Source: an optimization exercise on an open RTL-to-GDS flow (aim: small area, a short achievable clock period and few clock cycles per item). Production flows keep margins and buffers that such runs may drop. At most, simulation tests tie the RTL to the original design; equivalence was not proved. Function not checked in runs 4 to 6: the RTL went through the layout flow alone. The flow treats the clock pin as an ideal source, which a real chip does not have. No activity file was given, so power comes from the tool's default toggle rates.

--- flow/design.v ---
`timescale 1ns/100ps
package mpeg_pkg;
	typedef logic [8-1:0] byte_t;
	typedef logic [16-1:0] key_t;
	typedef enum logic {
		run_misc  = 1'b0,
		run_video = 1'b1
	} run_class_e;
	typedef logic [7:0] run_len_t;
	typedef enum logic [1:0] {
		sc_idle,
		sc_zero,
		sc_zero_zero,
		sc_prefix
	} scan_state_e;
	typedef enum logic {
		join_idle,
		join_copy
	} join_state_e;
endpackage
`timescale 1ns/100ps
module mpeg_scrambler_top (
	input  logic            clk,
	input  logic            rst_n,
	input  mpeg_pkg::byte_t mpeg_in,
	input  logic            mpeg_in_en,
	input  logic            stream_end,
	input  mpeg_pkg::key_t  key_in,
	input  logic            key_en,
	output mpeg_pkg::byte_t mpeg_out,
	output logic            mpeg_out_en,
	output logic            mpeg_prog_full
);
	localparam logic [1:0] SC_IDLE = 2'b00;
	localparam logic [1:0] SC_ZERO = 2'b01;
	localparam logic [1:0] SC_ZERO_ZERO = 2'b11;
	localparam logic [1:0] SC_PREFIX = 2'b10;
	mpeg_pkg::key_t lfsr;
	logic step_d;
	logic key_bit;
	logic [1:0] state;
	logic [1:0] state_nx;
	logic video;
	logic video_nx;
	logic carries_sign;
	logic is_zero;
	logic is_one;
	logic is_slice;
	logic step;
	assign carries_sign = |mpeg_in[7:1];
	assign is_zero = ~carries_sign & ~mpeg_in[0];
	assign is_one = ~carries_sign & mpeg_in[0];
	assign is_slice = (mpeg_in >= 8'h01) && (mpeg_in <= 8'hAF);
	assign key_bit = step_d ? lfsr[14] : lfsr[15];
	assign step = mpeg_in_en & video & carries_sign;
	assign mpeg_prog_full = 1'b0;
	always_comb begin
		state_nx = state;
		video_nx = video;
		case (state)
			SC_IDLE: state_nx = is_zero ? SC_ZERO : SC_IDLE;
			SC_ZERO: state_nx = is_zero ? SC_ZERO_ZERO : SC_IDLE;
			SC_ZERO_ZERO: state_nx = is_one ? SC_PREFIX : (is_zero ? SC_ZERO_ZERO : SC_IDLE);
			default: begin
				state_nx = SC_IDLE;
				video_nx = is_slice;
			end
		endcase
		if (stream_end) begin
			state_nx = SC_IDLE;
			video_nx = 1'b0;
		end
	end
	always_ff @(posedge clk) begin
		mpeg_out <= {mpeg_in[7:1], mpeg_in[0] ^ (video & carries_sign & key_bit)};
		mpeg_out_en <= mpeg_in_en & rst_n;
	end
	always_ff @(posedge clk) begin
		if (!rst_n) begin
			lfsr <= 16'hACE1;
			step_d <= 1'b0;
			state <= SC_IDLE;
			video <= 1'b0;
		end else begin
			if (key_en)
				lfsr <= (key_in == '0) ? mpeg_pkg::key_t'(16'hACE1) : key_in;
			else if (step_d)
				lfsr <= {lfsr[14:0], lfsr[15] ^ lfsr[13] ^ lfsr[12] ^ lfsr[10]};
			step_d <= step & ~key_en;
			if (mpeg_in_en) begin
				state <= state_nx;
				video <= video_nx;
			end
		end
	end
endmodule
--- flow/flow/run.sh ---
#!/bin/bash
# Standard ORFS layout with plain buf_1 cells as the port buffers (buffer_ports otherwise picks a
# delay buffer) and a clock tree without dummy loads. Make's full output goes to flow_make.log here.
set -euo pipefail
bash standard.sh "BUFFER_PORTS_ARGS=-buffer_cell sky130_fd_sc_hd__buf_1" \
	"CTS_ARGS=-sink_clustering_enable -repair_clock_nets -dont_use_dummy_load -buf_list sky130_fd_sc_hd__clkbuf_8 -sink_clustering_size 30 -sink_clustering_max_diameter 200" \
	finish > flow_make.log 2>&1
--- flow/standard.sh ---
#!/bin/bash
# synth_recipe.tcl (not shown) runs the flow's synth.tcl, then flattens the netlist and writes it again
# the make line also repeats each setting of config.mk as NAME=value (left out here)
make -C /OpenROAD-flow-scripts/flow DESIGN_CONFIG=/design/flow/config.mk WORK_HOME=/design/flow/orfs CLKGATE_MAP_FILE= SYNTH_SCRIPT=/design/flow/synth_recipe.tcl "${@:-finish}"
--- flow/config.mk ---
export PLATFORM = sky130hd
export DESIGN_NAME = mpeg_scrambler_top
export DESIGN_NICKNAME = mpeg_scrambler_top
export VERILOG_FILES = /design/flow/design.v
export SDC_FILE = /design/flow/constraint.sdc
export NUM_CORES = 4
export LEC_CHECK = 0
export CAP_MARGIN = 20
export CORE_AREA = 2.5 2.5 58.5 58.5
export DIE_AREA = 0 0 61 61
export SETUP_SLACK_MARGIN = 3.2
export SLEW_MARGIN = 20
--- flow/constraint.sdc ---
create_clock -name core_clock -period 5.0 [get_ports {clk}]
set_input_delay 1.0000 -clock core_clock [delete_from_list [all_inputs] [get_ports {clk}]]
set_output_delay 1.0000 -clock core_clock [all_outputs]
set_load 0.01 [all_outputs]
==> results.toml, run 1 <==
[route]
dr.pass1.iters = 5
drt_iter0_markers = 28
postRouteAntennaNets = 0
wl_per_cell_um = 13.5
wirelength_um = 2640
viasPerCell = 5.13
drc = 0
vias = 1005

[layout]
nets = 183
nFillCells = 295
final_common_cell = "buf_1"
area_growth_pct = 25.4
final_cell_mix = "buf_1 (33), dfxtp_1 (29), nand2_1 (17), mux2i_1 (9), o211a_1 (8)"
final_core_util_pct = 49.3
drive_gt1_share_pct = 18.4
postLayoutCellArea_sq_um = 1490
antenna_cells = 0

[timing]
finClkSkew_ps = 13.0
fmax_mhz = 569
rsz0062_at_grt = "no"
period_minus_slack_ps = 1760
worst_slack_ps = 3240
slew_viol_final = 0
worst_pin_slew_ps = 804
setup-tns-final_ps = 0
fin_crit_sh_pct = 35.1
setup_viol = 0
finalHoldViolCount = 0
slew_headroom_pct = 46.3

[placement]
place.detailed.hpwl_um = 1950
dpl_cell_area_sq_um = 1360
numPortBuffers = 37
gp_congestion = 0.698
dpl_worst_slack_ps = 2530

[critical_path]
rr_worst_depth = 3
slowest_stage = "or3_4"
path_buf_inv = 1
cp.arrival_ps = 1950
cp_cell_sequence = "buf_6 -> nor4_4 -> nand2_2 -> or3_4 -> a21oi_2"
crit_required_ps = 5190
cp-start-kind = "input port"
reg2reg_slack_ps = 3390
worstSetupStartpoint = "mpeg_in[3]"
crit_path_end = "state[1]$_SDFFE_PN0P_"
crit_type = "input port to flip-flop"
cp.depth = 5
r2r-end = "lfsr[15]$_SDFFE_PN1P_"
cp_top_family = "simple AND/OR/NAND/NOR gates"
r2r-start = "step_d$_SDFF_PN0_"
worstPathMaxFanout = 5
end_kind = "flip-flop"
cpPeakStageDelay_ps = 340

[clocking]
cts.sink_count = 29
cts_tree = "done"
postCtsHoldBufs = 0
cts-buffers-inserted = 5
insertion_delay_ps = 270
post_cts_buffers = 0
cts.path.max_buffers = 2
clkSlewWorstSetupHoldPaths_ps = 60
cts_root_buffer = "clkbuf_8"
h-tree-depth = 2

[synthesis]
synthFlopType = "dfxtp_1"
synthArstFlopShare_pct = 0
synth-edff-count = 0
muxShareOfSynthArea_pct = 14.2
synth_top_family_by_area = "compound AO/OA/AOI/OAI gates"
synthSimpleGateAreaFrac_pct = 13.7
synth_cell_types = 32
synth_cells = 117
ys_warn_count = 1
avgSynthCellArea_sq_um = 10.2
ys_seq_elements = 29
synth-compound-area-share_pct = 16.1
seq_area_frac_synth_pct = 48.8
syn-cell-area_sq_um = 1190
synth_xor_area_share_pct = 2.94
synth.net_count = 146
synthAdderAreaFrac_pct = 0

[floorplanning]
fp.dieW_um = 61
start_util_pct = 39.3
core_sq_um = 3030
row_count = 20
die-height_um = 61
die_area_sq_um = 3720
io-pin-count = 39

[min_path]
min-delay-path-class = "flip-flop to flip-flop"

[power]
leakage_nw = 0.565
swShare_pct = 23.7
irDropWorstVdd_v = 0.000193
clock_power_share_pct = 34.7
p_seq_share_pct = 53.3
p_int_mw = 0.360
switchingPower_mw = 0.112
combPwrFrac_pct = 12.0
powerDensity_nw_per_um2 = 316

[grt]
gr-total-overflow = 0
grt_pass1_wl_um = 4220
grt_usage_pct = 15.9
grt_max_degree = 22
first_global_vias = 953
antenna_found_initial = 0

[status]
outcome = "no timing/DRC/antenna violations"

[run]
drv_cap = 0
metal layers:
metal  vias to the layer above  track usage (%)  routed length, um
li1                        498                -                  -
met1                       482             19.1               1200
met2                        23             25.7               1300
met3                         2             5.97                126
met4                         0             6.52                 15
met5                         -                0                  0
how the worst min path moves through the flow:
stage | startpoint | end | slack [ps] | cells past startpoint
after floorplan | video$_SDFFE_PN0P_ | step_d$_SDFF_PN0_ | 430 | 2
after global placement | video$_SDFFE_PN0P_ | step_d$_SDFF_PN0_ | 440 | 2
after detailed placement | video$_SDFFE_PN0P_ | step_d$_SDFF_PN0_ | 450 | 2
after CTS | video$_SDFFE_PN0P_ | step_d$_SDFF_PN0_ | 470 | 2
after global routing | video$_SDFFE_PN0P_ | step_d$_SDFF_PN0_ | 490 | 2
final | video$_SDFFE_PN0P_ | step_d$_SDFF_PN0_ | 470 | 2
area by class of cell:
class | count | area [sq um] | area share, %
tap | 44 | 55.1 | 3.69
inverter | 3 | 13.8 | 0.922
clock buffer | 5 | 68.8 | 4.61
timing repair buffer | 37 | 161 | 10.8
sequential | 29 | 581 | 38.9
multi-input combinational | 78 | 613 | 41.1
metrics by stage:
| step | std cells | hold WS [ps] | power, mW |
|---|---|---|---|
| 2_1_floorplan | 117 | 428 | 0.288 |
| 3_3_place_gp | 191 | 444 | 0.306 |
| 3_5_place_dp | 191 | 453 | 0.309 |
| 4_1_cts | 196 | 469 | 0.476 |
| 5_1_grt | 196 | 492 | 0.494 |
| 6_report | 196 | 469 | 0.471 |
power by group through the flow:
stage	Combinational [mW]	Sequential (mW)	Clock [mW]
5_1_grt	0.0632	0.252	0.178
3_5_place_dp	0.0527	0.256	0
4_1_cts	0.0540	0.251	0.171
2_1_floorplan	0.0313	0.256	0
3_3_place_gp	0.0506	0.255	0
6_report	0.0566	0.251	0.163
tightest hold or removal path: stages (launching register included):
cell,delay [ps]
dfxtp_1,330
nand2_1,60
nor3_1,40
Yosys cell counts (2+ instances only):
cell type  count  share of area (%)
mux2i_1        9                7.6
dfxtp_1       29                 49
nand2_1       18                5.7
buf_2          2               0.84
buf_4          2                1.3
clkbuf_1       3               0.95
nor4_1         5                2.6
xnor2_1        3                2.2
o211a_1        8                6.7
mux2_2         7                6.6
a21oi_1        2               0.84
o22ai_1        7                3.7
inv_1          2               0.63
nor3_1         2               0.84
cell families (layout without fill, tap and decap cells):
kind of cell              after synthesis  in the layout
AOI/OAI and AO/OA                      24             24
xor gates and xnor gates                4              4
and+or+nand+nor                        33             33
muxes                                  16             16
other                                   1              1
DFF                                    29             29
buffers and inverters                  10             45
state kept, by name, indices dropped and copies added (netlist names):
name,count
step_d,1
mpeg_out_en,1
state,2
video,1
mpeg_out,8
lfsr,16
repair_timing:
item / 4_1_cts / 5_1_grt
setup endpoints to repair: 11 / 4
resized for setup: 8 / 15
pin swaps: 0 / 4
Testbench counts, summed over its fixed seeds: cycles 173,216, bytes 173,208.
==> inputs of run 2 (changes only) <==
==> flow/flow/run.sh (replaced) <==
#!/bin/bash
# Standard ORFS layout with plain buf_1 cells as the port buffers (buffer_ports otherwise picks a
# delay buffer) and a clock tree without dummy loads. Make's full output goes to flow_make.log here.
set -euo pipefail
bash standard.sh "BUFFER_PORTS_ARGS=-buffer_cell sky130_fd_sc_hd__buf_1" \
	"CTS_ARGS=-sink_clustering_enable -repair_clock_nets -dont_use_dummy_load -buf_list {sky130_fd_sc_hd__clkbuf_4 sky130_fd_sc_hd__clkbuf_8}" \
	finish > flow_make.log 2>&1
--- a/flow/config.mk
+++ b/flow/config.mk
@@ -8,5 +8,5 @@
 export CAP_MARGIN = 20
 export CORE_AREA = 2.5 2.5 58.5 58.5
 export DIE_AREA = 0 0 61 61
-export SETUP_SLACK_MARGIN = 3.2
+export SETUP_SLACK_MARGIN = 3.1
 export SLEW_MARGIN = 20
==> results.toml, run 2 <==
[timing]
setup-tns-final_ps = 0
worst_slack_ps = 3210
finClkSkew_ps = 10.1
slew_headroom_pct = 46.2
slew_viol_final = 0
worst_pin_slew_ps = 806
period_minus_slack_ps = 1790
setup_viol = 0
rsz0062_at_grt = "no"
finalHoldViolCount = 0
fin_crit_sh_pct = 35.7
fmax_mhz = 560

[floorplanning]
io-pin-count = 39
start_util_pct = 39.3
row_count = 20
fp.dieW_um = 61
die-height_um = 61
die_area_sq_um = 3720
core_sq_um = 3030

[route]
wl_per_cell_um = 12.3
dr.pass1.iters = 4
drt_iter0_markers = 29
viasPerCell = 4.96
wirelength_um = 2420
postRouteAntennaNets = 0
vias = 972
drc = 0

[synthesis]
syn-cell-area_sq_um = 1190
yosysTopAreaCellShare_pct = 48.8
synth.most_common_cell = "dfxtp_1"
muxShareOfSynthArea_pct = 14.2
synth_area_leader_cell = "dfxtp_1"
synth_top_family_by_area = "compound AO/OA/AOI/OAI gates"
avgSynthCellArea_sq_um = 10.2
synth-edff-count = 0
synth_xor_area_share_pct = 2.94
synth-compound-area-share_pct = 16.1
synth_cells = 117
seq_area_frac_synth_pct = 48.8
synth_cell_types = 32
synthAdderAreaFrac_pct = 0
ys_seq_elements = 29
ys_warn_count = 1
synthTopCellsByArea = "dfxtp_1 (49%), mux2i_1 (7.6%), o211a_1 (6.7%)"
netlist_top_cells_count = "dfxtp_1 (29), nand2_1 (18), mux2i_1 (9)"
synth.net_count = 146
synthSimpleGateAreaFrac_pct = 13.7
synthFlopType = "dfxtp_1"
synthArstFlopShare_pct = 0

[placement]
gp_congestion = 0.729
numPortBuffers = 37
dpl_worst_slack_ps = 2530
place.detailed.hpwl_um = 1800

[min_path]
min-delay-path-class = "flip-flop to flip-flop"
min_path_cells = 2

[grt]
grt_max_degree = 22
first_global_vias = 879
gr-total-overflow = 0
grt_pass1_wl_um = 3820
grt_usage_pct = 14.6
antenna_found_initial = 0

[critical_path]
slowest_stage = "a41o_2"
crit_required_ps = 5190
rr_worst_depth = 3
worstPathMaxFanout = 18
cp.arrival_ps = 1980
cp_top_family = "compound AO/OA/AOI/OAI gates"
cp.depth = 5
crit_type = "input port to flip-flop"
cp-start-kind = "input port"
cp_cell_sequence = "buf_2 -> inv_4 -> a41o_2 -> nor3b_1 -> a31oi_1"
cpPeakStageDelay_ps = 320
end_kind = "flip-flop"
path_buf_inv = 2

[layout]
nets = 183
final_cell_mix = "buf_1 (35), dfxtp_1 (29), nand2_1 (18), mux2i_1 (9), o211a_1 (8)"
drive_gt1_share_pct = 11.8
antenna_cells = 0
regMostFlops = "lfsr"
top_regs = "lfsr: 16 flops, mpeg_out: 8 flops, state: 2 flops"
final_core_util_pct = 45.9
final_common_cell = "buf_1"
largest_reg_flops = 16
area_growth_pct = 16.8

[power]
swShare_pct = 24.8
powerDensity_nw_per_um2 = 301
p_seq_share_pct = 59.8
p_int_mw = 0.314
irDropWorstVdd_v = 0.000116
leakage_nw = 0.535
switchingPower_mw = 0.104
clock_power_share_pct = 27.9
combPwrFrac_pct = 12.3

[clocking]
clkSlewWorstSetupHoldPaths_ps = 80
cts-buffers-inserted = 5
cts_tree = "done"
h-tree-depth = 2
insertion_delay_ps = 320
cts.sink_count = 29
cts_root_buffer = "clkbuf_4"
cts.path.max_buffers = 2

[run]
drv_cap = 0

[status]
outcome = "no timing/DRC/antenna violations"
## run 2: changes by cell type in the layout (fill, tap and decap cells not counted), moves of 2 or more
cell,change
buf_1,+2
nor4_2,-4
nor4_1,+5
clkbuf_8,-5
buf_6,-2
clkbuf_4,+4
buf_2,+2
## run 2: worst paths after layout
path / slack, ps / from / end
hold / removal: 460 / video$_SDFFE_PN0P_ / step_d$_SDFF_PN0_
hold reg to reg: 460 / video$_SDFFE_PN0P_ / step_d$_SDFF_PN0_
setup / recovery: 3210 / key_en / lfsr[0]$_SDFFE_PN1P_
setup reg to reg: 3370 / step_d$_SDFF_PN0_ / lfsr[15]$_SDFFE_PN1P_
## run 2: cell type report
| cell class | instances | area (sq um) |
|---|---|---|
| Inverter | 3 | 13.8 |
| Clock buffer | 5 | 37.5 |
| Multi-Input combinational cell | 78 | 562 |
| Fill cell | 297 | 1640 |
| Tap cell | 44 | 55.1 |
| Sequential cell | 29 | 581 |
| Timing Repair Buffer | 37 | 141 |
## run 2: power groups by stage
stage,combinational [mW],sequential [mW],clock (mW)
final,0.0514,0.250,0.117
after detailed placement,0.0512,0.256,0
after global routing,0.0582,0.252,0.131
after floorplan,0.0306,0.256,0
after CTS,0.0520,0.250,0.122
after global placement,0.0501,0.255,0
## run 2: repair_timing
item                       4_1_cts  5_1_grt
hold buffers                     0        0
buffers inserted                 0        0
gates resized for setup          3        4
setup endpoints to repair        9        2
## run 2: kinds of logic after synthesis
kind of cell,after synthesis
DFF,29
and+or+nand+nor,33
muxes,16
xor gates and xnor gates,4
AOI/OAI and AO/OA,24
buffers and inverters,10
other,1
## run 2: worst register-to-register path: cells and delay by family (launching register included)
family,cells,cell delay [ps]
and+or+nand+nor,1,70
DFF,1,850
AOI/OAI and AO/OA,1,160
muxes,1,450
## run 2: layer usage
| metal | track usage, % | up-vias | part of all wire [%] |
|---|---|---|---|
| li1 | - | 494 | - |
| met1 | 17.3 | 458 | 44 |
| met4 | 11.2 | 0 | 2.2 |
| met2 | 22.6 | 14 | 50 |
| met5 | 0 | - | 0 |
| met3 | 3.62 | 6 | 3.6 |
## run 2: per-stage QoR
stage / cell area (sq um) / std cells / power [mW] / hold slack (ps)
global placement: 1350 / 191 / 0.305 / 444
detailed placement: 1350 / 191 / 0.307 / 452
global route: 1390 / 196 / 0.441 / 490
floorplan: 1190 / 117 / 0.287 / 428
CTS: 1390 / 196 / 0.425 / 466
finish: 1390 / 196 / 0.418 / 462
==> inputs of run 3 (changes only) <==
==> flow/flow/run.sh (replaced) <==
#!/bin/bash
# Standard ORFS layout with plain buf_1 cells as the port buffers (buffer_ports otherwise picks a
# delay buffer) and a single clock buffer (flow/pre_cts.tcl) in place of the clock tree.
# Make's full output goes to flow_make.log here.
set -euo pipefail
bash standard.sh "BUFFER_PORTS_ARGS=-buffer_cell sky130_fd_sc_hd__buf_1" \
	"PRE_CTS_TCL=$(pwd)/flow/pre_cts.tcl" finish > flow_make.log 2>&1
==> flow/flow/pre_cts.tcl (new file) <==
# One clock buffer, placed at the centre of the registers, drives every register: the design is
# small enough for a single clkbuf_16, and clock_tree_synthesis then leaves the buffered net as is.
set sx 0
set sy 0
set n 0
foreach inst [[ord::get_db_block] getInsts] {
  if { [[$inst getMaster] isSequential] } {
    lassign [$inst getLocation] x y
    set sx [expr { $sx + $x }]
    set sy [expr { $sy + $y }]
    incr n
  }
}
set cx [ord::dbu_to_microns [expr { $sx / $n }]]
set cy [ord::dbu_to_microns [expr { $sy / $n }]]
insert_buffer -buffer_cell sky130_fd_sc_hd__clkbuf_16 -net clk -buffer_name clkbuf_root \
  -location [list $cx $cy]
--- a/flow/config.mk
+++ b/flow/config.mk
@@ -6,7 +6,7 @@
 export NUM_CORES = 4
 export LEC_CHECK = 0
 export CAP_MARGIN = 20
-export CORE_AREA = 2.5 2.5 58.5 58.5
-export DIE_AREA = 0 0 61 61
-export SETUP_SLACK_MARGIN = 3.1
+export CORE_MARGIN = 2
+export CORE_UTILIZATION = 40
+export SETUP_SLACK_MARGIN = 3.2
 export SLEW_MARGIN = 20
==> results.toml, run 3 <==
[critical_path]
worstPathMaxFanout = 4
rr_worst_depth = 3
reg2reg_slack_ps = 3360
slowest_stage = "or3_1"
cp_cell_sequence = "buf_6 -> nor4_4 -> nand2_2 -> or3_1 -> a21oi_2"
crit_type = "input port to flip-flop"
cp-start-kind = "input port"
worstSetupStartpoint = "mpeg_in[3]"
cp.arrival_ps = 1930
crit_path_end = "state[1]$_SDFFE_PN0P_"
cp.depth = 5
cpPeakStageDelay_ps = 330
end_kind = "flip-flop"
r2r-start = "step_d$_SDFF_PN0_"
r2r-end = "lfsr[15]$_SDFFE_PN1P_"
path_buf_inv = 1
cp_top_family = "simple AND/OR/NAND/NOR gates"
crit_required_ps = 5110

[timing]
setup-tns-final_ps = 0
slew_viol_final = 0
finalHoldViolCount = 0
fmax_mhz = 548
setup_viol = 0
rsz0062_at_grt = "yes"
period_minus_slack_ps = 1820
finClkSkew_ps = 3.81
fin_crit_sh_pct = 36.5
slew_headroom_pct = 44.1
holdWs_ps = 485
worst_slack_ps = 3180
worst_pin_slew_ps = 838

[synthesis]
synthTopCellsByArea = "dfxtp_1 (49%), mux2i_1 (7.6%), o211a_1 (6.7%)"
synth.net_count = 146
seq_area_frac_synth_pct = 48.8
synth_top_family_by_area = "compound AO/OA/AOI/OAI gates"
synthFlopType = "dfxtp_1"
synth-compound-area-share_pct = 16.1
synthSimpleGateAreaFrac_pct = 13.7
ys_seq_elements = 29
muxShareOfSynthArea_pct = 14.2
synth-edff-count = 0
netlist_top_cells_count = "dfxtp_1 (29), nand2_1 (18), mux2i_1 (9)"
syn-cell-area_sq_um = 1190
synthAdderAreaFrac_pct = 0
synthArstFlopShare_pct = 0
synth_xor_area_share_pct = 2.94
yosysTopAreaCellShare_pct = 48.8
synth_cells = 117
synth_cell_types = 32
synth.most_common_cell = "dfxtp_1"
ys_warn_count = 1
avgSynthCellArea_sq_um = 10.2
synth_area_leader_cell = "dfxtp_1"

[placement]
dpl_cell_area_sq_um = 1350
numPortBuffers = 37
dpl_worst_slack_ps = 2520
place.detailed.hpwl_um = 1810
gp_congestion = 0.740
place_inst = 178

[clocking]
clkSlewWorstSetupHoldPaths_ps = 110
insertion_delay_ps = 170

[route]
wirelength_um = 2540
drc = 0
dr.pass1.iters = 4
viasPerCell = 5.27
postRouteAntennaNets = 0
vias = 964
drt_iter0_markers = 14
wl_per_cell_um = 13.9

[layout]
final_cell_mix = "dfxtp_1 (29), buf_1 (25), nand2_1 (17), mux2i_1 (9), buf_6 (9)"
nFillCells = 259
area_growth_pct = 36.4
largest_reg_flops = 16
instances_no_fill = 183
top_regs = "lfsr: 16 flops, mpeg_out: 8 flops, state: 2 flops"
nets = 183
multi_input_area_sq_um = 694
antenna_cells = 0
seq_area_sq_um = 581
regMostFlops = "lfsr"
drive_gt1_share_pct = 27.6
final_common_cell = "dfxtp_1"
postLayoutCellArea_sq_um = 1620
final_core_util_pct = 58.3

[grt]
grt_usage_pct = 15.8
antenna_found_initial = 0
grt_pass1_wl_um = 4370
first_global_vias = 944
gr-total-overflow = 0
grt_max_degree = 30

[floorplanning]
start_util_pct = 42.8
die-height_um = 58.5
die_area_sq_um = 3430
core_sq_um = 2780
io-pin-count = 39
fp.dieW_um = 58.5
row_count = 19

[min_path]
min-delay-path-class = "flip-flop to flip-flop"

[power]
powerDensity_nw_per_um2 = 256
finalPower_mw = 0.416
leakage_nw = 0.622
irDropWorstVdd_v = 0.000261

[run]
drv_cap = 0

[status]
outcome = "no timing/DRC/antenna violations"
==> run 3: changes by cell type in the layout (fill, tap and decap cells not counted), moves of 5 or more <==
cell / change
buf_1: -10
buf_6: +9
nor4_4: +5
nor4_1: -5
clkbuf_4: -5
==> run 3: where the power goes <==
part	switching, mW	internal, mW	leakage (nW)	total, mW
Sequential	0.00675	0.244	0.241	0.251
Combinational	0.0349	0.0355	0.369	0.0704
Clock	0.0575	0.0371	0.0123	0.0946
Total	0.0991	0.317	0.622	0.416
==> run 3: layout make-up, clock buffers not listed <==
type	instances	share of cell area (%)
Inverter	3	1.00
Multi-Input combinational cell	78	42.8
Sequential cell	29	35.8
Tap cell	31	2.39
Timing Repair Buffer	41	16.5
==> run 3: repair_timing <==
item,CTS,global route
pin swaps,10,5
hold buffers,0,0
setup endpoints to repair,22,11
resized for setup,48,11
setup buffers,4,0
==> run 3: worst min-delay path by stage <==
stage	from	end	slack, ps	cells past startpoint
6_report	video$_SDFFE_PN0P_	step_d$_SDFF_PN0_	480	2
5_1_grt	video$_SDFFE_PN0P_	step_d$_SDFF_PN0_	510	2
4_1_cts	video$_SDFFE_PN0P_	step_d$_SDFF_PN0_	470	2
3_5_place_dp	video$_SDFFE_PN0P_	step_d$_SDFF_PN0_	450	2
3_3_place_gp	video$_SDFFE_PN0P_	step_d$_SDFF_PN0_	450	2
2_1_floorplan	video$_SDFFE_PN0P_	step_d$_SDFF_PN0_	430	2
==> run 3: kinds of logic after synthesis <==
kind of cell / Yosys count
muxes: 16
buffers and inverters: 10
DFF: 29
other: 1
AOI/OAI and AO/OA: 24
xor gates and xnor gates: 4
and+or+nand+nor: 33
==> run 3: worst reg2reg max path, cell delays in order (launching register included) <==
cell and delay, ps:
dfxtp_1 880, mux2_2 440, o22ai_1 150, nand2_1 70
==> run 3: metal layers <==
| metal | GRT usage [%] | vias to the layer above | routed length (um) |
|---|---|---|---|
| met1 | 22.7 | 439 | 1200 |
| met3 | 0.879 | 2 | 128 |
| met5 | 0 | - | 0 |
| met2 | 27.4 | 23 | 1190 |
| met4 | 1.33 | 0 | 27 |
| li1 | - | 500 | - |
==> inputs of run 4 (changes only) <==
--- a/flow/design.v
+++ b/flow/design.v
@@ -37,6 +37,7 @@
 	localparam logic [1:0] SC_PREFIX = 2'b10;
 	mpeg_pkg::key_t lfsr;
 	logic step_d;
+	logic key_zero_d;
 	logic key_bit;
 	logic [1:0] state;
 	logic [1:0] state_nx;
@@ -51,7 +52,7 @@
 	assign is_zero = ~carries_sign & ~mpeg_in[0];
 	assign is_one = ~carries_sign & mpeg_in[0];
 	assign is_slice = (mpeg_in >= 8'h01) && (mpeg_in <= 8'hAF);
-	assign key_bit = step_d ? lfsr[14] : lfsr[15];
+	assign key_bit = key_zero_d ? 16'hACE1 >> (16 - 1) : (step_d ? lfsr[14] : lfsr[15]);
 	assign step = mpeg_in_en & video & carries_sign;
 	assign mpeg_prog_full = 1'b0;
 	always_comb begin
@@ -79,14 +80,18 @@
 		if (!rst_n) begin
 			lfsr <= 16'hACE1;
 			step_d <= 1'b0;
+			key_zero_d <= 1'b0;
 			state <= SC_IDLE;
 			video <= 1'b0;
 		end else begin
 			if (key_en)
-				lfsr <= (key_in == '0) ? mpeg_pkg::key_t'(16'hACE1) : key_in;
+				lfsr <= key_in;
+			else if (key_zero_d)
+				lfsr <= 16'hACE1;
 			else if (step_d)
 				lfsr <= {lfsr[14:0], lfsr[15] ^ lfsr[13] ^ lfsr[12] ^ lfsr[10]};
 			step_d <= step & ~key_en;
+			key_zero_d <= key_en & (key_in == '0);
 			if (mpeg_in_en) begin
 				state <= state_nx;
 				video <= video_nx;
==> results.toml, run 4 <==
[route]
viasPerCell = 4.89
vias = 1105
drc = 0
wirelength_um = 2860
postRouteAntennaNets = 0
dr.pass1.iters = 4
wl_per_cell_um = 12.7
drt_iter0_markers = 20

[placement]
place_inst = 213
gp_congestion = 0.789
place.detailed.hpwl_um = 1950
numPortBuffers = 37

[timing]
period_minus_slack_ps = 1820
slew_viol_final = 0
fmax_mhz = 550
finalHoldViolCount = 0
rsz0062_at_grt = "yes"
fin_crit_sh_pct = 36.4
finClkSkew_ps = 3.15
slew_headroom_pct = 52.6
worst_pin_slew_ps = 710
setup-tns-final_ps = 0
setup_viol = 0

[synthesis]
synth_cell_types = 35
ys_warn_count = 1
avgSynthCellArea_sq_um = 8.96
synth.net_count = 169
synthFlopType = "dfxtp_1"
synth-edff-count = 0
synth_area_leader_cell = "dfxtp_1"
synth.most_common_cell = "dfxtp_1"
synthTopCellsByArea = "dfxtp_1 (48%), nor2b_1 (7.5%), a21oi_1 (7.2%)"
netlist_top_cells_count = "dfxtp_1 (30), nand2_1 (20), a21oi_1 (18)"
syn-cell-area_sq_um = 1250
yosysTopAreaCellShare_pct = 47.9
synth_cells = 140
seq_area_frac_synth_pct = 47.9
synthArstFlopShare_pct = 0
ys_seq_elements = 30

[grt]
grt_usage_pct = 16.4
grt_pass1_wl_um = 4760
first_global_vias = 1095
antenna_found_initial = 0
gr-total-overflow = 0
grt_max_degree = 31

[power]
irDropWorstVdd_v = 0.000179
leakage_nw = 0.614
powerDensity_nw_per_um2 = 260

[critical_path]
crit_required_ps = 5110
cp.arrival_ps = 1930
rr_worst_depth = 3
crit_type = "input port to flip-flop"
r2r-start = "step_d$_SDFF_PN0_"
worstSetupStartpoint = "mpeg_in[3]"
cp-start-kind = "input port"
end_kind = "flip-flop"
reg2reg_slack_ps = 3460
crit_path_end = "state[1]$_SDFFE_PN0P_"
worstPathMaxFanout = 2
r2r-end = "lfsr[9]$_SDFFE_PN0P_"

[floorplanning]
start_util_pct = 41.4
io-pin-count = 39
die_area_sq_um = 3600
fp.dieW_um = 60.0
core_sq_um = 3030
die-height_um = 60.0
row_count = 20

[layout]
final_core_util_pct = 54.5
instances_no_fill = 226
nets = 213
largest_reg_flops = 16
top_regs = "lfsr: 16 flops, mpeg_out: 8 flops, state: 2 flops"
antenna_cells = 0
final_cell_mix = "buf_1 (31), dfxtp_1 (30), nand2_1 (19), a21oi_1 (17), nor2b_1 (14)"
final_common_cell = "buf_1"
area_growth_pct = 31.7
regMostFlops = "lfsr"
drive_gt1_share_pct = 17.6

[min_path]
min-delay-path-class = "flip-flop to flip-flop"

[clocking]
insertion_delay_ps = 170
postCtsHoldBufs = 0
clkSlewWorstSetupHoldPaths_ps = 110

[run]
drv_cap = 0

[status]
outcome = "no timing/DRC/antenna violations"
## run 4: changes by cell type in the layout (fill, tap and decap cells not counted), moves of 6 or more
cell	before	now
a21oi_1	1	17
nor2b_1	1	14
mux2i_1	9	1
o211a_1	8	0
buf_4	3	10
mux2_2	7	0
buf_1	25	31
## run 4: cell type report, clock buffers not listed
cell class / instances / area [sq um]
fill: 286 / 1380
inverter: 2 / 7.51
sequential: 30 / 601
timing repair buffer: 49 / 294
multi-input combinational: 100 / 669
tap: 44 / 55.1
## run 4: worst max-delay path, cell delays in order
cell	delay, ps
buf_6	100
nor4_4	260
nand2_2	110
or3_4	340
a21oi_2	120
## run 4: repair_timing
item | CTS | global route
endpoints found under the setup margin | 23 | 1
cloned | 0 | 0
buffers inserted | 12 | 0
gates resized for setup | 33 | 1
pin swaps | 7 | 0
## run 4: power breakdown
part | switching, mW | total, mW | internal, mW
Clock | 0.0598 | 0.0970 | 0.0373
Sequential | 0.00694 | 0.259 | 0.252
Combinational | 0.0353 | 0.0724 | 0.0371
## run 4: metrics by stage
step / total power, mW / worst slack, ps / cell area (sq um) / hold WS, ps
global route: 0.449 / 3130 / 1650 / 509
global placement: 0.320 / 2740 / 1420 / 452
CTS: 0.409 / 2990 / 1650 / 457
finish: 0.429 / 3180 / 1650 / 485
floorplan: 0.300 / 3160 / 1270 / 432
detailed placement: 0.321 / 2710 / 1420 / 457
## run 4: worst min-delay path by stage
stage / startpoint / end / slack, ps / cells after the start
floorplan: lfsr[11]$_SDFFE_PN1P_ / lfsr[11]$_SDFFE_PN1P_ / 430 / 2
global route: lfsr[5]$_SDFFE_PN1P_ / lfsr[5]$_SDFFE_PN1P_ / 510 / 2
CTS: lfsr[6]$_SDFFE_PN1P_ / lfsr[6]$_SDFFE_PN1P_ / 460 / 2
detailed placement: lfsr[6]$_SDFFE_PN1P_ / lfsr[6]$_SDFFE_PN1P_ / 460 / 2
finish: lfsr[6]$_SDFFE_PN1P_ / lfsr[6]$_SDFFE_PN1P_ / 490 / 2
global placement: lfsr[6]$_SDFFE_PN1P_ / lfsr[6]$_SDFFE_PN1P_ / 450 / 2
## run 4: per-layer routing
layer | vias to the layer above | wire, um | GRT usage, %
met5 | - | 0 | 0
li1 | 565 | - | -
met1 | 515 | 1250 | 21.9
met3 | 2 | 111 | 1.52
met4 | 0 | 18 | 1.59
met2 | 23 | 1480 | 29.7
## run 4: cells by family (layout without fill, tap and decap cells)
logic type	Yosys count	in the layout	share of synthesized area, %
AND/OR/NAND/NOR	51	51	22.5
XOR/XNOR	4	4	2.79
other	1	1	0.299
multiplexers	6	6	5.29
buffers and inverters	10	52	3.79
flip-flops	30	30	47.9
AO/OA/AOI/OAI	38	38	17.5
==> inputs of run 5 (changes only) <==
--- a/flow/config.mk
+++ b/flow/config.mk
@@ -8,5 +8,5 @@
 export CAP_MARGIN = 20
 export CORE_MARGIN = 2
 export CORE_UTILIZATION = 40
-export SETUP_SLACK_MARGIN = 3.2
+export SETUP_SLACK_MARGIN = 3.35
 export SLEW_MARGIN = 20
==> results.toml, run 5 <==
[synthesis]
avgSynthCellArea_sq_um = 8.96
ys_seq_elements = 30
synthFlopType = "dfxtp_1"
synthArstFlopShare_pct = 0
yosysTopAreaCellShare_pct = 47.9
netlist_top_cells_count = "dfxtp_1 (30), nand2_1 (20), a21oi_1 (18)"
synth.net_count = 169
ys_warn_count = 1
syn-cell-area_sq_um = 1250
synth-edff-count = 0
synth_cell_types = 35
synth.most_common_cell = "dfxtp_1"
synthTopCellsByArea = "dfxtp_1 (48%), nor2b_1 (7.5%), a21oi_1 (7.2%)"
seq_area_frac_synth_pct = 47.9
synth_area_leader_cell = "dfxtp_1"
synth_cells = 140

[critical_path]
crit_required_ps = 5110
cp-start-kind = "input port"
cp.arrival_ps = 1910
worstPathMaxFanout = 2
worstSetupStartpoint = "mpeg_in[3]"
r2r-start = "step_d$_SDFF_PN0_"
end_kind = "flip-flop"
crit_type = "input port to flip-flop"

[power]
powerDensity_nw_per_um2 = 247
switchingPower_mw = 0.107
p_int_mw = 0.335
leakage_nw = 0.663
swShare_pct = 24.1
clock_power_share_pct = 21.9
combPwrFrac_pct = 19.3
p_seq_share_pct = 58.8
irDropWorstVdd_v = 0.000155

[status]
outcome = "no timing/DRC/antenna violations"

[timing]
finalHoldViolCount = 0
setup-tns-final_ps = 0
slew_viol_final = 0
slew_headroom_pct = 57.0
period_minus_slack_ps = 1800
fin_crit_sh_pct = 36.0
fmax_mhz = 556
rsz0062_at_grt = "yes"
worst_pin_slew_ps = 644
finClkSkew_ps = 7.26
setup_viol = 0
worst_slack_ps = 3200

[floorplanning]
die_area_sq_um = 3600
core_sq_um = 3030
die-height_um = 60.0
start_util_pct = 41.4
io-pin-count = 39
fp.dieW_um = 60.0
row_count = 20

[route]
postRouteAntennaNets = 0
viasPerCell = 4.96
wirelength_um = 2830
drt_iter0_markers = 21
drc = 0
vias = 1101
dr.pass1.iters = 4
wl_per_cell_um = 12.8

[layout]
nFillCells = 269
largest_reg_flops = 16
top_regs = "lfsr: 16 flops, mpeg_out: 8 flops, state: 2 flops"
final_cell_mix = "dfxtp_1 (25), buf_1 (19), nand2_1 (18), nor2b_1 (14), a21oi_1 (10)"
nets = 209
area_growth_pct = 42.8
final_common_cell = "dfxtp_1"
instances_no_fill = 222
postLayoutCellArea_sq_um = 1790
antenna_cells = 0
drive_gt1_share_pct = 33.1
regMostFlops = "lfsr"

[grt]
antenna_found_initial = 0
grt_pass1_wl_um = 4800
grt_max_degree = 31
grt_usage_pct = 16.7
first_global_vias = 1088
gr-total-overflow = 0

[clocking]
insertion_delay_ps = 170
clkSlewWorstSetupHoldPaths_ps = 110

[placement]
place.detailed.hpwl_um = 1950
gp_congestion = 0.736
dpl_cell_area_sq_um = 1450
numPortBuffers = 37
dpl_worst_slack_ps = 2690
place_inst = 213

[min_path]
min-delay-path-class = "flip-flop to flip-flop"
hp-start = "lfsr[6]$_SDFFE_PN1P_"

[run]
drv_cap = 0
-- run 5: logic make-up after synthesis --
logic type,after synthesis,share of synthesized area [%]
AOI/OAI and AO/OA,38,17.5
xor gates and xnor gates,4,2.79
buffers and inverters,10,3.79
DFF,30,47.9
muxes,6,5.29
other,1,0.299
and+or+nand+nor,51,22.5
-- run 5: path summary, 6_finish.rpt --
| check | endpoint | slack [ps] | depth (start not counted) |
|---|---|---|---|
| worst min register to register | lfsr[6]$_SDFFE_PN1P_ | 490 | 2 |
| worst min-delay path | lfsr[6]$_SDFFE_PN1P_ | 490 | 2 |
| worst max register to register | lfsr[12]$_SDFFE_PN0P_ | 3530 | 3 |
| worst max-delay path | state[1]$_SDFFE_PN0P_ | 3200 | 5 |
-- run 5: through the flow --
step | power (mW) | hold slack [ps] | utilization [%]
after floorplan | 0.303 | 430 | -
after global placement | 0.322 | 443 | 47.8
after detailed placement | 0.323 | 457 | 47.8
after CTS | 0.420 | 461 | 58.0
after global routing | 0.465 | 518 | 59.1
final | 0.442 | 488 | 59.1
-- run 5: final cells by class, clock buffers not listed --
cell class | count | area, sq um | share of cell area [%]
multi-input cells | 100 | 754 | 42.1
flip-flops and latches | 30 | 607 | 33.9
repair buffers | 45 | 342 | 19.1
well taps | 44 | 55.1 | 3.07
inverters | 2 | 7.51 | 0.419
-- run 5: timing repair --
item                       CTS  global route
pin swaps                   14             4
setup endpoints to repair   23            17
hold buffers                 0             0
resized for setup           47            24
cloned                       1             0
setup buffers                7             0
-- run 5: power groups by stage --
stage	sequential (mW)	clock (mW)	combinational [mW]
final	0.260	0.0966	0.0853
after global routing	0.262	0.110	0.0926
after CTS	0.265	0.0727	0.0826
after detailed placement	0.265	0	0.0587
after global placement	0.264	0	0.0576
after floorplan	0.265	0	0.0385
-- run 5: metal layers --
layer	global-route usage [%]	up-vias	wire, um
li1	-	564	-
met1	22.9	514	1330
met2	30.1	21	1400
met3	0.866	2	85
met4	0.635	0	15
met5	0	-	0
-- run 5: critical path, stage by stage --
cell,delay [ps]
buf_8,100
nor4_4,260
nand2_2,90
or3_1,330
a21oi_2,130
==> inputs of run 6 (changes only) <==
--- a/flow/design.v
+++ b/flow/design.v
@@ -19,6 +19,23 @@
 	} join_state_e;
 endpackage
 `timescale 1ns/100ps
+module byte_class (
+	input  mpeg_pkg::byte_t b,
+	output logic            carries_sign,
+	output logic            is_zero,
+	output logic            is_one,
+	output logic            is_slice
+);
+	logic none_hi;
+	logic none_lo;
+	assign none_hi = ~|b[7:4];
+	assign none_lo = ~|b[3:1];
+	assign carries_sign = ~(none_hi & none_lo);
+	assign is_zero = none_hi & none_lo & ~b[0];
+	assign is_one = none_hi & none_lo & b[0];
+	assign is_slice = (b >= 8'h01) && (b <= 8'hAF);
+endmodule
+`timescale 1ns/100ps
 module mpeg_scrambler_top (
 	input  logic            clk,
 	input  logic            rst_n,
@@ -37,7 +54,6 @@
 	localparam logic [1:0] SC_PREFIX = 2'b10;
 	mpeg_pkg::key_t lfsr;
 	logic step_d;
-	logic key_zero_d;
 	logic key_bit;
 	logic [1:0] state;
 	logic [1:0] state_nx;
@@ -48,11 +64,14 @@
 	logic is_one;
 	logic is_slice;
 	logic step;
-	assign carries_sign = |mpeg_in[7:1];
-	assign is_zero = ~carries_sign & ~mpeg_in[0];
-	assign is_one = ~carries_sign & mpeg_in[0];
-	assign is_slice = (mpeg_in >= 8'h01) && (mpeg_in <= 8'hAF);
-	assign key_bit = key_zero_d ? 16'hACE1 >> (16 - 1) : (step_d ? lfsr[14] : lfsr[15]);
+	byte_class classify (
+		.b(mpeg_in),
+		.carries_sign(carries_sign),
+		.is_zero(is_zero),
+		.is_one(is_one),
+		.is_slice(is_slice)
+	);
+	assign key_bit = step_d ? lfsr[14] : lfsr[15];
 	assign step = mpeg_in_en & video & carries_sign;
 	assign mpeg_prog_full = 1'b0;
 	always_comb begin
@@ -80,18 +99,14 @@
 		if (!rst_n) begin
 			lfsr <= 16'hACE1;
 			step_d <= 1'b0;
-			key_zero_d <= 1'b0;
 			state <= SC_IDLE;
 			video <= 1'b0;
 		end else begin
 			if (key_en)
-				lfsr <= key_in;
-			else if (key_zero_d)
-				lfsr <= 16'hACE1;
+				lfsr <= (key_in == '0) ? mpeg_pkg::key_t'(16'hACE1) : key_in;
 			else if (step_d)
 				lfsr <= {lfsr[14:0], lfsr[15] ^ lfsr[13] ^ lfsr[12] ^ lfsr[10]};
 			step_d <= step & ~key_en;
-			key_zero_d <= key_en & (key_in == '0);
 			if (mpeg_in_en) begin
 				state <= state_nx;
 				video <= video_nx;
==> flow/flow/run.sh (replaced) <==
#!/bin/bash
# Standard ORFS layout with plain buf_1 cells as the port buffers (buffer_ports otherwise picks a
# delay buffer) and a clock tree without dummy loads. Make's full output goes to flow_make.log here.
set -euo pipefail
bash standard.sh "BUFFER_PORTS_ARGS=-buffer_cell sky130_fd_sc_hd__buf_1" \
	"CTS_ARGS=-sink_clustering_enable -repair_clock_nets -dont_use_dummy_load -buf_list {sky130_fd_sc_hd__clkbuf_8 sky130_fd_sc_hd__clkbuf_16}" \
	finish > flow_make.log 2>&1
--- a/flow/config.mk
+++ b/flow/config.mk
@@ -6,7 +6,8 @@
 export NUM_CORES = 4
 export LEC_CHECK = 0
 export CAP_MARGIN = 20
-export CORE_MARGIN = 2
-export CORE_UTILIZATION = 40
-export SETUP_SLACK_MARGIN = 3.35
+export CORE_AREA = 2.5 2.5 58.5 58.5
+export DIE_AREA = 0 0 61 61
+export SETUP_SLACK_MARGIN = 3.2
 export SLEW_MARGIN = 20
+export SYNTH_HIERARCHICAL = 1
removed: flow/flow/pre_cts.tcl
==> results.toml, run 6 <==
[synthesis]
synth_area_leader_cell = "dfxtp_1"
synthTopCellsByArea = "dfxtp_1 (45%), mux2i_1 (7.8%), o211a_1 (6.3%)"
synth_cells = 122
ys_warn_count = 7
seq_area_frac_synth_pct = 45.4
netlist_top_cells_count = "dfxtp_1 (29), nand2_1 (17), mux2i_1 (10)"
ys_seq_elements = 29
syn-cell-area_sq_um = 1280
yosysTopAreaCellShare_pct = 45.4
synthFlopType = "dfxtp_1"
synth.most_common_cell = "dfxtp_1"
synth-edff-count = 0
avgSynthCellArea_sq_um = 10.5
synthArstFlopShare_pct = 0
synth_cell_types = 33
synth.net_count = 151

[min_path]
min-delay-path-class = "flip-flop to flip-flop"

[placement]
place_inst = 196
dpl_worst_slack_ps = 2530
dpl_cell_area_sq_um = 1440
numPortBuffers = 37
place.detailed.hpwl_um = 1840
gp_congestion = 0.754

[critical_path]
cp-start-kind = "input port"
end_kind = "flip-flop"
crit_required_ps = 5160
crit_type = "input port to flip-flop"
worstPathMaxFanout = 4
cp.arrival_ps = 2360

[status]
outcome = "no timing/DRC/antenna violations"

[power]
powerDensity_nw_per_um2 = 290
swShare_pct = 23.3
finalPower_mw = 0.470
combPwrFrac_pct = 12.4
leakage_nw = 0.618
p_int_mw = 0.360
switchingPower_mw = 0.109
p_seq_share_pct = 53.0
clock_power_share_pct = 34.6
irDropWorstVdd_v = 0.000176

[clocking]
insertion_delay_ps = 270
h-tree-depth = 2
cts_tree = "done"
cts.path.max_buffers = 2
cts.sink_count = 29
postCtsHoldBufs = 0
cts-buffers-inserted = 5
clkSlewWorstSetupHoldPaths_ps = 50
cts_root_buffer = "clkbuf_8"

[timing]
slew_headroom_pct = 41.9
finalHoldViolCount = 0
worst_pin_slew_ps = 870
fin_crit_sh_pct = 44.0
holdWs_ps = 555
slew_viol_final = 0
fmax_mhz = 454
worst_slack_ps = 2800
finClkSkew_ps = 10.3
rsz0062_at_grt = "yes"
setup-tns-final_ps = 0
setup_viol = 0
period_minus_slack_ps = 2200

[route]
vias = 1040
drt_iter0_markers = 39
viasPerCell = 5.07
wirelength_um = 2630
dr.pass1.iters = 4
drc = 0
postRouteAntennaNets = 0
wl_per_cell_um = 12.8

[floorplanning]
fp.dieW_um = 61
row_count = 20
die-height_um = 61
start_util_pct = 42.2
die_area_sq_um = 3720
io-pin-count = 39
core_sq_um = 3030

[grt]
antenna_found_initial = 0
gr-total-overflow = 0
first_global_vias = 959
grt_usage_pct = 15.9
grt_max_degree = 22
grt_pass1_wl_um = 4220

[layout]
top_regs = "lfsr: 16 flops, mpeg_out: 8 flops, state: 2 flops"
seq_area_sq_um = 581
nFillCells = 297
postLayoutCellArea_sq_um = 1620
final_common_cell = "buf_1"
regMostFlops = "lfsr"
instances_no_fill = 205
nets = 192
final_cell_mix = "buf_1 (30), dfxtp_1 (29), nand2_1 (16), mux2i_1 (10), o211a_1 (8)"
antenna_cells = 0
largest_reg_flops = 16
multi_input_area_sq_um = 702
drive_gt1_share_pct = 24.8
area_growth_pct = 26.7
final_core_util_pct = 53.5

[run]
drv_cap = 0
[run 6: cell count changes after synthesis, moves of 4 or more]
| cell | previous run | this run |
|---|---|---|
| a21oi_1 | 18 | 0 |
| a22oi_1 | 5 | 0 |
| buf_2 | 5 | 1 |
| mux2_1 | 5 | 0 |
| mux2_2 | 0 | 5 |
| mux2i_1 | 1 | 10 |
| nor2b_1 | 15 | 5 |
| o211a_1 | 0 | 8 |
| o21ai_0 | 6 | 1 |
| o22ai_1 | 1 | 6 |
[run 6: final timing paths]
check / start / endpoint / slack [ps] / cells past startpoint
worst max-delay path: mpeg_in[7] / mpeg_out[0]$_DFF_P_ / 2800 / 6
worst max register to register: step_d$_SDFF_PN0_ / lfsr[5]$_SDFFE_PN1P_ / 3370 / 3
worst min-delay path: state[1]$_SDFFE_PN0P_ / state[1]$_SDFFE_PN0P_ / 560 / 2
worst min register to register: state[1]$_SDFFE_PN0P_ / state[1]$_SDFFE_PN0P_ / 560 / 2
[run 6: cell families (layout without fill, tap and decap cells)]
family                 Yosys count  count (layout)  share of synthesized area [%]
buffers and inverters            9              48                           4.50
multiplexers                    16              16                           13.4
AO/OA/AOI/OAI                   24              24                           15.3
other                            1               1                          0.294
AND/OR/NAND/NOR                 39              39                           18.3
flip-flops                      29              29                           45.4
XOR/XNOR                         4               4                           2.74
[run 6: power by group through the flow]
| stage | Sequential (mW) | Clock, mW | Combinational [mW] |
|---|---|---|---|
| after global routing | 0.250 | 0.178 | 0.0651 |
| final | 0.249 | 0.162 | 0.0583 |
| after detailed placement | 0.254 | 0 | 0.0519 |
| after global placement | 0.253 | 0 | 0.0509 |
| after floorplan | 0.255 | 0 | 0.0308 |
| after CTS | 0.249 | 0.168 | 0.0551 |
[run 6: layout make-up]
cell class	count	area share [%]
Tap cell	44	3.40
Multi-Input combinational cell	84	43.4
Clock buffer	5	4.25
Inverter	2	0.618
Sequential cell	29	35.9
Timing Repair Buffer	41	12.5
[run 6: Yosys stat by module, one instance, submodules excluded]
module              flops+latches  cell area [sq um]
mpeg_scrambler_top             29               1210
byte_class                      0               62.6
[run 6: repair_timing]
item / 4_1_cts / 5_1_grt
hold endpoints to repair: 0 / 0
setup buffers: 2 / 2
resized for setup: 11 / 13
endpoints found under the setup margin: 13 / 10
pin swaps: 1 / 7
[run 6: routing by layer]
layer,part of all wire (%),vias up,wire [um],GRT usage [%]
met4,1.0,0,27,6.52
li1,-,518,-,-
met5,0,-,0,0
met2,47,33,1240,26.1
met3,7.2,4,189,7.68
met1,44,485,1170,17.5
[run 6: critical path, cell delays in order]
cell	delay, ps
buf_6	90
or4_4	560
or4_4	450
nand2_4	80
nor2_2	40
xor2_1	140
==> inputs of run 7 (changes only) <==
--- a/flow/design.v
+++ b/flow/design.v
@@ -18,23 +18,6 @@
 		join_copy
 	} join_state_e;
 endpackage
-`timescale 1ns/100ps
-module byte_class (
-	input  mpeg_pkg::byte_t b,
-	output logic            carries_sign,
-	output logic            is_zero,
-	output logic            is_one,
-	output logic            is_slice
-);
-	logic none_hi;
-	logic none_lo;
-	assign none_hi = ~|b[7:4];
-	assign none_lo = ~|b[3:1];
-	assign carries_sign = ~(none_hi & none_lo);
-	assign is_zero = none_hi & none_lo & ~b[0];
-	assign is_one = none_hi & none_lo & b[0];
-	assign is_slice = (b >= 8'h01) && (b <= 8'hAF);
-endmodule
 `timescale 1ns/100ps
 module mpeg_scrambler_top (
 	input  logic            clk,
@@ -64,13 +47,10 @@
 	logic is_one;
 	logic is_slice;
 	logic step;
-	byte_class classify (
-		.b(mpeg_in),
-		.carries_sign(carries_sign),
-		.is_zero(is_zero),
-		.is_one(is_one),
-		.is_slice(is_slice)
-	);
+	assign carries_sign = |mpeg_in[7:1];
+	assign is_zero = ~carries_sign & ~mpeg_in[0];
+	assign is_one = ~carries_sign & mpeg_in[0];
+	assign is_slice = (mpeg_in >= 8'h01) && (mpeg_in <= 8'hAF);
 	assign key_bit = step_d ? lfsr[14] : lfsr[15];
 	assign step = mpeg_in_en & video & carries_sign;
 	assign mpeg_prog_full = 1'b0;
==> flow/flow/run.sh (replaced) <==
#!/bin/bash
# Standard ORFS layout with plain buf_1 cells as the port buffers (buffer_ports otherwise picks a
# delay buffer), a clock tree without dummy loads, and the slow wide OR cells added to the
# platform's don't-use list (flow/dont_use.txt holds the platform's list and these), so that
# synthesis builds wide ORs from NOR and NAND gates. Make's full output goes to flow_make.log here.
set -euo pipefail
bash standard.sh "BUFFER_PORTS_ARGS=-buffer_cell sky130_fd_sc_hd__buf_1" \
	"CTS_ARGS=-sink_clustering_enable -repair_clock_nets -dont_use_dummy_load -buf_list {sky130_fd_sc_hd__clkbuf_8 sky130_fd_sc_hd__clkbuf_16}" \
	"DONT_USE_CELLS=$(cat flow/dont_use.txt)" \
	finish > flow_make.log 2>&1
==> flow/flow/dont_use.txt (new file) <==
sky130_fd_sc_hd__probe_p_8 sky130_fd_sc_hd__probec_p_8 sky130_fd_sc_hd__lpflow_bleeder_1 sky130_fd_sc_hd__lpflow_clkbufkapwr_1 sky130_fd_sc_hd__lpflow_clkbufkapwr_16 sky130_fd_sc_hd__lpflow_clkbufkapwr_2 sky130_fd_sc_hd__lpflow_clkbufkapwr_4 sky130_fd_sc_hd__lpflow_clkbufkapwr_8 sky130_fd_sc_hd__lpflow_clkinvkapwr_1 sky130_fd_sc_hd__lpflow_clkinvkapwr_16 sky130_fd_sc_hd__lpflow_clkinvkapwr_2 sky130_fd_sc_hd__lpflow_clkinvkapwr_4 sky130_fd_sc_hd__lpflow_clkinvkapwr_8 sky130_fd_sc_hd__lpflow_decapkapwr_12 sky130_fd_sc_hd__lpflow_decapkapwr_3 sky130_fd_sc_hd__lpflow_decapkapwr_4 sky130_fd_sc_hd__lpflow_decapkapwr_6 sky130_fd_sc_hd__lpflow_decapkapwr_8 sky130_fd_sc_hd__lpflow_inputiso0n_1 sky130_fd_sc_hd__lpflow_inputiso0p_1 sky130_fd_sc_hd__lpflow_inputiso1n_1 sky130_fd_sc_hd__lpflow_inputiso1p_1 sky130_fd_sc_hd__lpflow_inputisolatch_1 sky130_fd_sc_hd__lpflow_isobufsrc_1 sky130_fd_sc_hd__lpflow_isobufsrc_16 sky130_fd_sc_hd__lpflow_isobufsrc_2 sky130_fd_sc_hd__lpflow_isobufsrc_4 sky130_fd_sc_hd__lpflow_isobufsrc_8 sky130_fd_sc_hd__lpflow_isobufsrckapwr_16 sky130_fd_sc_hd__lpflow_lsbuf_lh_hl_isowell_tap_1 sky130_fd_sc_hd__lpflow_lsbuf_lh_hl_isowell_tap_2 sky130_fd_sc_hd__lpflow_lsbuf_lh_hl_isowell_tap_4 sky130_fd_sc_hd__lpflow_lsbuf_lh_isowell_4 sky130_fd_sc_hd__lpflow_lsbuf_lh_isowell_tap_1 sky130_fd_sc_hd__lpflow_lsbuf_lh_isowell_tap_2 sky130_fd_sc_hd__lpflow_lsbuf_lh_isowell_tap_4 sky130_fd_sc_hd__or4_1 sky130_fd_sc_hd__or4_2 sky130_fd_sc_hd__or4_4 sky130_fd_sc_hd__or4b_1 sky130_fd_sc_hd__or4b_2 sky130_fd_sc_hd__or4b_4 sky130_fd_sc_hd__or4bb_1 sky130_fd_sc_hd__or4bb_2 sky130_fd_sc_hd__or4bb_4 sky130_fd_sc_hd__or3_1 sky130_fd_sc_hd__or3_2 sky130_fd_sc_hd__or3_4 sky130_fd_sc_hd__or3b_1 sky130_fd_sc_hd__or3b_2 sky130_fd_sc_hd__or3b_4
--- a/flow/config.mk
+++ b/flow/config.mk
@@ -10,4 +10,3 @@
 export DIE_AREA = 0 0 61 61
 export SETUP_SLACK_MARGIN = 3.2
 export SLEW_MARGIN = 20
-export SYNTH_HIERARCHICAL = 1
==> results.toml, run 7 <==
[floorplanning]
io-pin-count = 39
die-height_um = 61
core_sq_um = 3030
row_count = 20
die_area_sq_um = 3720
fp.dieW_um = 61
start_util_pct = 39.6

[layout]
antenna_cells = 0
final_common_cell = "buf_1"
nFillCells = 305
drive_gt1_share_pct = 17.6
area_growth_pct = 25.3
largest_reg_flops = 16
top_regs = "lfsr: 16 flops, mpeg_out: 8 flops, state: 2 flops"
regMostFlops = "lfsr"
nets = 184
final_cell_mix = "buf_1 (35), dfxtp_1 (29), nand2_1 (17), mux2i_1 (9), o211a_1 (8)"

[synthesis]
synthFlopType = "dfxtp_1"
synth-edff-count = 0
synth_cells = 117
synth_area_leader_cell = "dfxtp_1"
synth_cell_types = 33
yosysTopAreaCellShare_pct = 48.4
synthTopCellsByArea = "dfxtp_1 (48%), mux2i_1 (7.5%), o211a_1 (6.7%)"
seq_area_frac_synth_pct = 48.4
synth.most_common_cell = "dfxtp_1"
synth.net_count = 146
ys_seq_elements = 29
synthArstFlopShare_pct = 0
ys_warn_count = 1
avgSynthCellArea_sq_um = 10.3
syn-cell-area_sq_um = 1200
netlist_top_cells_count = "dfxtp_1 (29), nand2_1 (18), mux2i_1 (9)"

[run]
drv_cap = 0

[timing]
worst_pin_slew_ps = 814
period_minus_slack_ps = 1760
fin_crit_sh_pct = 35.3
fmax_mhz = 567
slew_viol_final = 0
finalHoldViolCount = 0
rsz0062_at_grt = "yes"
finClkSkew_ps = 5.66
holdWs_ps = 469
setup-tns-final_ps = 0
slew_headroom_pct = 45.7
setup_viol = 0

[placement]
numPortBuffers = 37
gp_congestion = 0.759
place.detailed.hpwl_um = 1840

[critical_path]
cp-start-kind = "input port"
crit_required_ps = 5160
crit_type = "input port to flip-flop"
rr_worst_depth = 3
worstPathMaxFanout = 4
cp.arrival_ps = 1930
end_kind = "flip-flop"

[route]
viasPerCell = 4.99
postRouteAntennaNets = 0
drt_iter0_markers = 15
vias = 983
wl_per_cell_um = 12.7
wirelength_um = 2500
dr.pass1.iters = 4
drc = 0

[clocking]
cts_tree = "done"
cts-buffers-inserted = 5
cts.sink_count = 29
cts_root_buffer = "clkbuf_8"
clkSlewWorstSetupHoldPaths_ps = 60
h-tree-depth = 2
cts.path.max_buffers = 2
insertion_delay_ps = 270

[min_path]
min_path_cells = 2
min-delay-path-class = "flip-flop to flip-flop"

[grt]
gr-total-overflow = 0
antenna_found_initial = 0
first_global_vias = 993
grt_pass1_wl_um = 4170
grt_max_degree = 22
grt_usage_pct = 15.6

[power]
leakage_nw = 0.565
powerDensity_nw_per_um2 = 313
irDropWorstVdd_v = 0.000131

[status]
outcome = "no timing/DRC/antenna violations"
run 7: worst paths after layout:
check,from,end,slack (ps)
worst max-delay path,mpeg_in[3],video$_SDFFE_PN0P_,3240
worst min-delay path,video$_SDFFE_PN0P_,step_d$_SDFF_PN0_,470
worst max register to register,step_d$_SDFF_PN0_,lfsr[15]$_SDFFE_PN1P_,3400
worst min register to register,video$_SDFFE_PN0P_,step_d$_SDFF_PN0_,470
run 7: final cells by class:
type	instances	area [sq um]	share of cell area, %
clock buffers	5	68.8	4.58
inverters	3	13.8	0.915
multi-input cells	78	632	42.0
flip-flops and latches	29	581	38.6
well taps	44	55.1	3.66
repair buffers	38	154	10.2
run 7: kinds of logic (layout without fill, tap and decap cells):
family / count (synthesis) / count (layout) / share of synthesized area (%)
buffers and inverters: 10 / 46 / 4.59
other: 1 / 1 / 0.313
AOI/OAI and AO/OA: 24 / 24 / 16.4
muxes: 16 / 16 / 14.1
and+or+nand+nor: 33 / 33 / 13.3
xor gates and xnor gates: 4 / 4 / 2.92
DFF: 29 / 29 / 48.4
run 7: stage by stage:
| stage | area, sq um | setup WS, ps | std cells | total power [mW] | util (%) |
|---|---|---|---|---|---|
| 6_report | 1500 | 3240 | 197 | 0.470 | 49.7 |
| 5_1_grt | 1500 | 3160 | 197 | 0.494 | 49.7 |
| 4_1_cts | 1490 | 3020 | 196 | 0.475 | 49.0 |
| 3_5_place_dp | 1410 | 2480 | 191 | 0.311 | 46.5 |
| 3_3_place_gp | 1410 | 2600 | 191 | 0.309 | 46.5 |
| 2_1_floorplan | 1260 | 3130 | 117 | 0.289 | - |
run 7: layer usage:
| metal | track usage [%] | wire (um) | part of all wire [%] |
|---|---|---|---|
| met4 | 6.52 | 19 | 0.76 |
| met2 | 28.3 | 1270 | 51 |
| met1 | 15.6 | 1020 | 41 |
| met3 | 6.40 | 196 | 7.8 |
| met5 | 0 | 0 | 0 |
run 7: critical path, cell delays in order:
cell,delay (ps)
buf_1,110
nor4_4,280
nand2_2,110
or2_0,220
a32o_1,210
run 7: where the power goes:
part / switching, mW / internal (mW) / total, mW
Clock: 0.0737 / 0.0891 / 0.163
Combinational: 0.0307 / 0.0259 / 0.0566
Sequential: 0.00627 / 0.245 / 0.251
run 7: timing repair:
item	CTS	global route
hold buffers	0	0
resized for setup	3	7
buffers inserted	0	1
pin swaps	0	2
endpoints found under the setup margin	10	11
Testbench counts of run 7, summed over its fixed seeds: cycles 173,216, bytes 173,208.
==> inputs of run 8 (changes only) <==
==> flow/flow/run.sh (replaced) <==
#!/bin/bash
# Standard ORFS layout with plain buf_1 cells as the port buffers (buffer_ports otherwise picks a
# delay buffer), a clock tree of clkbuf_4 cells without dummy loads, and the slow wide OR cells
# added to the platform's don't-use list (flow/dont_use.txt holds the platform's list and these),
# so that synthesis builds wide ORs from NOR and NAND gates. Make's full output goes to
# flow_make.log here.
set -euo pipefail
bash standard.sh "BUFFER_PORTS_ARGS=-buffer_cell sky130_fd_sc_hd__buf_1" \
	"CTS_ARGS=-sink_clustering_enable -repair_clock_nets -dont_use_dummy_load -buf_list sky130_fd_sc_hd__clkbuf_4" \
	"DONT_USE_CELLS=$(cat flow/dont_use.txt)" \
	finish > flow_make.log 2>&1
--- a/flow/config.mk
+++ b/flow/config.mk
@@ -8,5 +8,5 @@
 export CAP_MARGIN = 20
 export CORE_AREA = 2.5 2.5 58.5 58.5
 export DIE_AREA = 0 0 61 61
-export SETUP_SLACK_MARGIN = 3.2
+export SETUP_SLACK_MARGIN = 3.1
 export SLEW_MARGIN = 20
==> results.toml, run 8 <==
[synthesis]
seq_area_frac_synth_pct = 48.4
synth.net_count = 146
syn-cell-area_sq_um = 1200
synth_area_leader_cell = "dfxtp_1"
avgSynthCellArea_sq_um = 10.3
synthFlopType = "dfxtp_1"
synthTopCellsByArea = "dfxtp_1 (48%), mux2i_1 (7.5%), o211a_1 (6.7%)"
synth.most_common_cell = "dfxtp_1"
yosysTopAreaCellShare_pct = 48.4
synthArstFlopShare_pct = 0
synth-edff-count = 0
netlist_top_cells_count = "dfxtp_1 (29), nand2_1 (18), mux2i_1 (9)"
synth_cells = 117
ys_seq_elements = 29
ys_warn_count = 1
synth_cell_types = 33

[timing]
slew_viol_final = 0
setup-tns-final_ps = 0
setup_viol = 0
rsz0062_at_grt = "no"
finalHoldViolCount = 0
fmax_mhz = 558
worst_pin_slew_ps = 809
period_minus_slack_ps = 1790
worst_slack_ps = 3210
holdWs_ps = 461
fin_crit_sh_pct = 35.8
finClkSkew_ps = 5.06
slew_headroom_pct = 46.0

[min_path]
min-delay-path-class = "flip-flop to flip-flop"
min_path_cells = 2
min_to = "step_d$_SDFF_PN0_"
hp-start = "video$_SDFFE_PN0P_"

[floorplanning]
fp.dieW_um = 61
row_count = 20
die_area_sq_um = 3720
core_sq_um = 3030
die-height_um = 61
start_util_pct = 39.6
io-pin-count = 39

[clocking]
h-tree-depth = 2
cts.path.max_buffers = 2
cts-buffers-inserted = 5
postCtsHoldBufs = 0
cts_root_buffer = "clkbuf_4"
insertion_delay_ps = 320
cts.sink_count = 29
cts_tree = "done"
clkSlewWorstSetupHoldPaths_ps = 80

[grt]
grt_max_degree = 22
grt_pass1_wl_um = 3800
grt_usage_pct = 14.5
antenna_found_initial = 0
gr-total-overflow = 0
first_global_vias = 906

[critical_path]
crit_required_ps = 5250
cp.arrival_ps = 2040
rr_worst_depth = 3
crit_type = "input port to flip-flop"
reg2reg_slack_ps = 3400
r2r-end = "lfsr[15]$_SDFFE_PN1P_"
r2r-start = "step_d$_SDFF_PN0_"
end_kind = "flip-flop"
cp-start-kind = "input port"
worstPathMaxFanout = 8

[status]
outcome = "no timing/DRC/antenna violations"

[route]
viasPerCell = 4.87
wl_per_cell_um = 12.5
drc = 0
drt_iter0_markers = 54
vias = 955
postRouteAntennaNets = 0
dr.pass1.iters = 4
wirelength_um = 2450

[placement]
dpl_worst_slack_ps = 2480
gp_congestion = 0.784
numPortBuffers = 37
place.detailed.hpwl_um = 1790

[power]
powerDensity_nw_per_um2 = 301
leakage_nw = 0.538
irDropWorstVdd_v = 0.000158

[layout]
area_growth_pct = 16.1
final_common_cell = "buf_1"
regMostFlops = "lfsr"
nets = 183
drive_gt1_share_pct = 12.5
nFillCells = 301
antenna_cells = 0
largest_reg_flops = 16
top_regs = "lfsr: 16 flops, mpeg_out: 8 flops, state: 2 flops"
final_cell_mix = "buf_1 (35), dfxtp_1 (29), nand2_1 (18), mux2i_1 (9), o211a_1 (8)"

[run]
drv_cap = 0
-- run 8: cell counts after synthesis --
No cell type changed its count.
-- run 8: kinds of logic (layout without fill, tap and decap cells) --
family | Yosys count | in the layout | share of synthesized area (%)
flip-flops | 29 | 29 | 48.4
AO/OA/AOI/OAI | 24 | 24 | 16.4
other | 1 | 1 | 0.313
XOR/XNOR | 4 | 4 | 2.92
buffers and inverters | 10 | 45 | 4.59
multiplexers | 16 | 16 | 14.1
AND/OR/NAND/NOR | 33 | 33 | 13.3
-- run 8: area by class of cell --
| cell class | instances | area [sq um] | area share (%) |
|---|---|---|---|
| sequential | 29 | 581 | 41.7 |
| timing repair buffer | 37 | 144 | 10.3 |
| inverter | 3 | 11.3 | 0.809 |
| clock buffer | 5 | 37.5 | 2.70 |
| tap | 44 | 55.1 | 3.95 |
| multi-input combinational | 78 | 564 | 40.5 |
-- run 8: per-layer routing --
| metal | GRT usage (%) | part of all wire (%) | up-vias | wire (um) |
|---|---|---|---|---|
| met5 | 0 | 0 | - | 0 |
| met4 | 7.45 | 2.2 | 0 | 53 |
| met3 | 5.76 | 4.9 | 5 | 120 |
| met2 | 23.5 | 49 | 18 | 1200 |
| met1 | 16.4 | 44 | 435 | 1080 |
| li1 | - | - | 497 | - |
-- run 8: critical path, cell delays in order --
cell and delay, ps:
buf_1 90, nor4_1 390, a41o_2 360, nor3b_1 70, a31oi_1 130
-- run 8: where the power goes --
part | leakage (nW) | internal (mW) | switching, mW
Sequential | 0.241 | 0.244 | 0.00652
Combinational | 0.274 | 0.0241 | 0.0270
Clock | 0.0230 | 0.0468 | 0.0713
-- run 8: stage by stage --
stage | cell area, sq um | instances | utilization [%] | power, mW
2_1_floorplan | 1200 | 117 | - | 0.288
3_3_place_gp | 1350 | 191 | 44.6 | 0.306
3_5_place_dp | 1350 | 191 | 44.6 | 0.307
4_1_cts | 1400 | 196 | 46.1 | 0.425
5_1_grt | 1390 | 196 | 46.0 | 0.440
6_report | 1390 | 196 | 46.0 | 0.420
-- run 8: timing repair --
action	in CTS	in global routing
setup buffers	0	0
gates cloned	0	0
endpoints found under the setup margin	9	1
resized for setup	3	3
-- run 8: worst max path at each step --
stage,from,to,slack [ps],depth (start not counted)
2_1_floorplan,mpeg_in[5],video$_SDFFE_PN0P_,3110,4
3_3_place_gp,rst_n,video$_SDFFE_PN0P_,2600,4
3_5_place_dp,rst_n,video$_SDFFE_PN0P_,2480,4
4_1_cts,rst_n,video$_SDFFE_PN0P_,3090,4
5_1_grt,key_en,lfsr[0]$_SDFFE_PN1P_,3140,5
6_report,key_in[11],lfsr[0]$_SDFFE_PN1P_,3210,5
